Context: an optimization exercise on an open-source flow, tuned for small area, a short achievable clock period and few clock cycles per item. The choices shown serve that exercise and are no tape-out recipe.
At most, simulation tests tie the RTL to the original design; equivalence was not proved.

==> inputs of run H <==
Design mesh_xy_hop_and_die_crossing_counter, start of the top module:
module mesh_xy_hop_and_die_crossing_counter #(
  parameter int COORD_BITS = mxhd_pkg::COORD_BITS_DEF,
  parameter int TOTAL_BITS = mxhd_pkg::TOTAL_BITS_DEF
) (
  input  logic                              clk,
  input  logic                              rst_n,
  input  logic                              in_valid,
  output logic                              in_stall,
  input  logic                              in_operation,
  input  logic [COORD_BITS-1:0]             in_src_x,
  input  logic [COORD_BITS-1:0]             in_src_y,
  input  logic [COORD_BITS-1:0]             in_dest_x,
  input  logic [COORD_BITS-1:0]             in_dest_y,
  input  logic [mxhd_pkg::VOL_BITS-1:0]     in_volume,
  input  logic                              in_last_dest,
  output logic                              out_valid,
  input  logic                              out_stall,
  output logic [TOTAL_BITS-1:0]             out_onchip_hops_total,
  output logic [TOTAL_BITS-1:0]             out_crossing_hops_total,
  output logic                              out_saturated,
  input  logic                              cfg_valid,
  output logic                              cfg_ready,
  input  logic [mxhd_pkg::CFG_IDX_BITS-1:0] cfg_index,
  input  logic [mxhd_pkg::STEP_BITS-1:0]    cfg_data
);
make LEC_CHECK=0 CAP_MARGIN=20 CORE_MARGIN=2 CORE_UTILIZATION=40 SETUP_SLACK_MARGIN=3.5 SLEW_MARGIN=20 finish   # period 8.0 ns
run.sh (not shown) runs the stock make flow with config.mk's settings and CLKGATE_MAP_FILE= SYNTH_SCRIPT=/design/flow/synth_recipe.tcl, a recipe that flattens the netlist after the stock synthesis.
==> run C (differences from run H) <==
--- a/flow/config.mk
+++ b/flow/config.mk
@@ -8,5 +8,4 @@
 export CAP_MARGIN = 20
 export CORE_MARGIN = 2
 export CORE_UTILIZATION = 40
-export SETUP_SLACK_MARGIN = 3.5
 export SLEW_MARGIN = 20
==> qor summary <==
metric	run H	run C
Slew headroom	27.9%	23.8%
Detailed Route WL	122 mm	122 mm
Wire length per cell after detailed routing	17.4 um	17.4 um
Setup TNS	-24.32 ns	-37.05 ns
Inserted Clock Buffers	46	44
Multi-input combinational cell count	3,543	3,542
Filler instances	8,510	8,652
Final cell count without fillers	6,976	7,036
Worst hold margin	0.416 ns	0.412 ns
Final core utilization	57.3%	56.7%
Final-report setup violation count	113	131
Layout non-clock buf frac	18.0%	18.6%
Crit-path most repeated cell	a21oi_2	buf_4
Fin nets	6,496	6,557
FF-to-FF setup slack	-1.30 ns	-1.04 ns
Run status	complete, but fails checks	complete, but fails checks
Reasons for failing layout checks	negative setup slack	negative setup slack
Total of plain and repair buffers excluding clock buffers	1,192	1,256
No run of this note included a check of the RTL's function; only the layout flow was run.

---

==> job 368: inputs <==
Another version of the RTL of mesh_xy_hop_and_die_crossing_counter (not shown whole).
Settings: LEC_CHECK=0, CAP_MARGIN=20, CORE_MARGIN=2, CORE_UTILIZATION=40, SETUP_SLACK_MARGIN=4.3, SLEW_MARGIN=20; clock period 8.0 ns.
==> job 7986 (differences from job 368) <==
--- a/flow/design.v
+++ b/flow/design.v
@@ -207,69 +207,33 @@
     end
   end
   logic hold, adv;
   logic out_valid_r;
   logic r1_v, r1_more;
   assign hold     = out_valid_r && out_stall;
   assign adv      = !hold && !(r1_v && r1_more);
-  logic                  sk_full, sk_op, sk_last;
-  logic [CB-1:0]         sk_sx, sk_sy, sk_dx, sk_dy;
-  logic [VB-1:0]         sk_vol;
-  logic                  rq_v, rq_op, rq_last;
-  logic [CB-1:0]         rq_sx, rq_sy, rq_dx, rq_dy;
-  logic [VB-1:0]         rq_vol;
-  assign in_stall = sk_full;
-  always_ff @(posedge clk) begin
-    if (!rst_n) begin
-      sk_full <= 1'b0;
-    end else if (adv) begin
-      sk_full <= 1'b0;
-    end else if (in_valid) begin
-      sk_full <= 1'b1;
-    end
-  end
-  always_ff @(posedge clk) begin
-    if (!sk_full) begin
-      sk_op   <= in_operation;
-      sk_last <= in_last_dest;
-      sk_sx   <= in_src_x;
-      sk_sy   <= in_src_y;
-      sk_dx   <= in_dest_x;
-      sk_dy   <= in_dest_y;
-      sk_vol  <= in_volume;
-    end
-  end
-  always_comb begin
-    rq_v    = sk_full || in_valid;
-    rq_op   = sk_full ? sk_op   : in_operation;
-    rq_last = sk_full ? sk_last : in_last_dest;
-    rq_sx   = sk_full ? sk_sx   : in_src_x;
-    rq_sy   = sk_full ? sk_sy   : in_src_y;
-    rq_dx   = sk_full ? sk_dx   : in_dest_x;
-    rq_dy   = sk_full ? sk_dy   : in_dest_y;
-    rq_vol  = sk_full ? sk_vol  : in_volume;
-  end
+  assign in_stall = !adv;
   logic       big_x, big_y;
   logic [6:0] low_x, low_y;
   always_comb begin
     big_x = dec_x_r[7];
     big_y = dec_y_r[7];
     low_x = dec_x_r[6:0];
     low_y = dec_y_r[6:0];
   end
   logic [CB-1:0] lq_sx, lq_dx, lq_sy, lq_dy;
   logic [7:1]    ge_sx, ge_dx, ge_sy, ge_dy;
   mxhd_divider #(.COORD_BITS(CB)) u_dsx (
-    .dividend(rq_sx), .divisor(step_x_r), .low_step(low_x), .low_q(lq_sx), .ge(ge_sx));
+    .dividend(in_src_x), .divisor(step_x_r), .low_step(low_x), .low_q(lq_sx), .ge(ge_sx));
   mxhd_divider #(.COORD_BITS(CB)) u_ddx (
-    .dividend(rq_dx), .divisor(step_x_r), .low_step(low_x), .low_q(lq_dx), .ge(ge_dx));
+    .dividend(in_dest_x), .divisor(step_x_r), .low_step(low_x), .low_q(lq_dx), .ge(ge_dx));
   mxhd_divider #(.COORD_BITS(CB)) u_dsy (
-    .dividend(rq_sy), .divisor(step_y_r), .low_step(low_y), .low_q(lq_sy), .ge(ge_sy));
+    .dividend(in_src_y), .divisor(step_y_r), .low_step(low_y), .low_q(lq_sy), .ge(ge_sy));
   mxhd_divider #(.COORD_BITS(CB)) u_ddy (
-    .dividend(rq_dy), .divisor(step_y_r), .low_step(low_y), .low_q(lq_dy), .ge(ge_dy));
+    .dividend(in_dest_y), .divisor(step_y_r), .low_step(low_y), .low_q(lq_dy), .ge(ge_dy));
   logic          in_run_r, in_run_f;
   logic [CB-1:0] first_x_r, qfirst_x_r, rfirst_x_r, col_x_r;
   logic [CB-1:0] cmy_r, qcmy_r, rcmy_r, py_r, qpy_r, rpy_r;
   logic [CB-1:0] first_x_f, col_x_f, cmy_f, py_f;
   logic          s0_v, s0_op, s0_last, s0_run, s0_same;
   logic [CB-1:0] s0_sx, s0_sy, s0_dx, s0_dy;
   logic          upd_m;
@@ -279,59 +243,59 @@
     first_x_f = (upd_m && !s0_run) ? s0_dx : first_x_r;
     col_x_f   = upd_m ? s0_dx : col_x_r;
     cmy_f     = (upd_m && !(s0_run && s0_same)) ? s0_dy : cmy_r;
     py_f      = upd_m ? s0_dy : py_r;
   end
   logic run_in, same_in, xlo_in, xhi_in, ylo_in, yhi_in, clo_in, chi_in;
   always_comb begin
-    run_in  = rq_op && in_run_f;
-    same_in = (rq_dx == col_x_f);
-    xlo_in  = rq_sx < (run_in ? first_x_f : rq_dx);
-    xhi_in  = rq_sx > rq_dx;
-    ylo_in  = rq_sy < ((run_in && same_in) ? cmy_f : rq_dy);
-    yhi_in  = rq_sy > rq_dy;
-    clo_in  = rq_sy < cmy_f;
-    chi_in  = rq_sy > py_f;
+    run_in  = in_operation && in_run_f;
+    same_in = (in_dest_x == col_x_f);
+    xlo_in  = in_src_x < (run_in ? first_x_f : in_dest_x);
+    xhi_in  = in_src_x > in_dest_x;
+    ylo_in  = in_src_y < ((run_in && same_in) ? cmy_f : in_dest_y);
+    yhi_in  = in_src_y > in_dest_y;
+    clo_in  = in_src_y < cmy_f;
+    chi_in  = in_src_y > py_f;
   end
   logic          s0_xlo, s0_xhi, s0_ylo, s0_yhi, s0_clo, s0_chi;
   logic [CB-1:0] s0_lq_sx, s0_lq_dx, s0_lq_sy, s0_lq_dy;
   logic [7:1]    s0_ge_sx, s0_ge_dx, s0_ge_sy, s0_ge_dy;
   logic [VB-1:0] s0_vol;
   always_ff @(posedge clk) begin
     if (!rst_n) begin
       s0_v <= 1'b0;
     end else if (adv) begin
-      s0_v <= rq_v;
+      s0_v <= in_valid;
     end
   end
   always_ff @(posedge clk) begin
     if (adv) begin
-      s0_op    <= rq_op;
-      s0_last  <= rq_last;
+      s0_op    <= in_operation;
+      s0_last  <= in_last_dest;
       s0_run   <= run_in;
       s0_same  <= same_in;
       s0_xlo   <= xlo_in;
       s0_xhi   <= xhi_in;
       s0_ylo   <= ylo_in;
       s0_yhi   <= yhi_in;
       s0_clo   <= clo_in;
       s0_chi   <= chi_in;
-      s0_sx    <= rq_sx;
-      s0_sy    <= rq_sy;
-      s0_dx    <= rq_dx;
-      s0_dy    <= rq_dy;
+      s0_sx    <= in_src_x;
+      s0_sy    <= in_src_y;
+      s0_dx    <= in_dest_x;
+      s0_dy    <= in_dest_y;
       s0_lq_sx <= lq_sx;
       s0_lq_dx <= lq_dx;
       s0_lq_sy <= lq_sy;
       s0_lq_dy <= lq_dy;
       s0_ge_sx <= ge_sx;
       s0_ge_dx <= ge_dx;
       s0_ge_sy <= ge_sy;
       s0_ge_dy <= ge_dy;
-      s0_vol   <= rq_vol;
+      s0_vol   <= in_volume;
     end
   end
   logic          en_x, en_y;
   logic [CB-1:0] qsx, qdx, qsy, qdy, rsx, rdx, rsy, rdy;
   assign en_x = dec_x_r[8] && !(s0_op && single_die_r);
   assign en_y = dec_y_r[8] && !(s0_op && single_die_r);
   mxhd_quotient #(.COORD_BITS(CB)) u_qsx (
==> flow/config.mk (replaced) <==
export PLATFORM = sky130hd
export DESIGN_NAME = mesh_xy_hop_and_die_crossing_counter
export DESIGN_NICKNAME = mesh_xy_hop_and_die_crossing_counter
export VERILOG_FILES = /design/flow/design.v
export SDC_FILE = /design/flow/constraint.sdc
export NUM_CORES = 4
export LEC_CHECK = 0
export CAP_MARGIN = 20
export CORE_MARGIN = 2
export CORE_UTILIZATION = 65
export SETUP_SLACK_MARGIN = 4.1
export SLEW_MARGIN = 20
==> job 3582 (differences from job 368) <==
--- a/flow/config.mk
+++ b/flow/config.mk
@@ -4,9 +4,9 @@
 export VERILOG_FILES = /design/flow/design.v
 export SDC_FILE = /design/flow/constraint.sdc
 export NUM_CORES = 4
 export LEC_CHECK = 0
 export CAP_MARGIN = 20
 export CORE_MARGIN = 2
 export CORE_UTILIZATION = 40
-export SETUP_SLACK_MARGIN = 4.3
+export SETUP_SLACK_MARGIN = 4.0
 export SLEW_MARGIN = 20
==> results.txt <==
                                                          job 3582    job 7986     job 368
Outcome                                   timing/DRC/antenna clean  timing/DRC/antenna clean  timing/DRC/antenna clean
DIE HEIGHT                                                359.1 um    277.2 um    359.1 um
TritonCTS Buffers                                               84          72          82
Detail Placement HPWL                                     90.24 mm    82.81 mm    90.13 mm
Net count of the mapped netlist                               5596        5489        5596
Routed met2 length                                        61.93 mm    58.31 mm    64.69 mm
Flop and latch count out of synthesis                          693         634         693
Core occupancy in the finished layout                       45.43%      72.71%      46.15%
Maximum single-stage delay on the critical path            0.40 ns     0.52 ns     0.83 ns
Worst-case clock skew                                   0.03536 ns  0.01843 ns  0.03545 ns
Top sig layer                                                 met5        met4        met5
Met3 track demand over resource                             2.471%      3.451%      2.366%
Layout cell share with drive strength beyond 1              10.67%      9.606%      13.00%
Met1 routing resource usage after global routing            25.66%      39.37%      25.90%
Final standard cell area without fillers                56970 um^2  53950 um^2  57880 um^2
Number of unique standard cell types used by synthesis          99         101          99
Testbench counts of job 368, summed over its fixed seeds: cycles 4,152, items 4,024.
Testbench counts of job 7986, summed over its fixed seeds: cycles 4,152, items 4,024.
Testbench counts of job 3582, summed over its fixed seeds: cycles 4,152, items 4,024.

==> what the ideal ports hide <==
No port has a modelled driver above. Below, the same layouts with a new extraction and two added sets of constraints. Step 1: set_driving_cell puts a clkbuf_16 on clk and a buf_2 on each other input, an assumption about the parent block. Step 2 adds t to the input delays and takes it off the output delays; t is the mean of the earliest and latest rising clock arrival at the registers after step 1. Input paths then give back, and output paths get back, about the clock's delay inside the block. Slacks: no drivers / after step 1 / after step 2; pairs: no drivers / after step 1.
run | t (ns) | setup WS [ns] | worst hold slack (ns) | worst setup path after step 2
run H | 0.690 | -1.759 / -1.734 / -2.424 | 0.416 / 0.416 / 0.416 | input to register
run C | 0.705 | -1.533 / -1.497 / -2.202 | 0.412 / 0.412 / 0.412 | input to register
job 368 | 0.701 | 4.242 / 4.171 / 3.649 | 0.388 / 0.388 / 0.388 | input to register
job 7986 | 0.686 | 4.192 / 4.140 / 3.577 | 0.413 / 0.413 / 0.413 | input to register
job 3582 | 0.721 | 4.102 / 4.099 / 3.429 | 0.399 / 0.399 / 0.399 | input to register
The setup slack of job 3582, which loses most, moves by -0.003 ns with the drivers and by -0.673 ns with both steps.
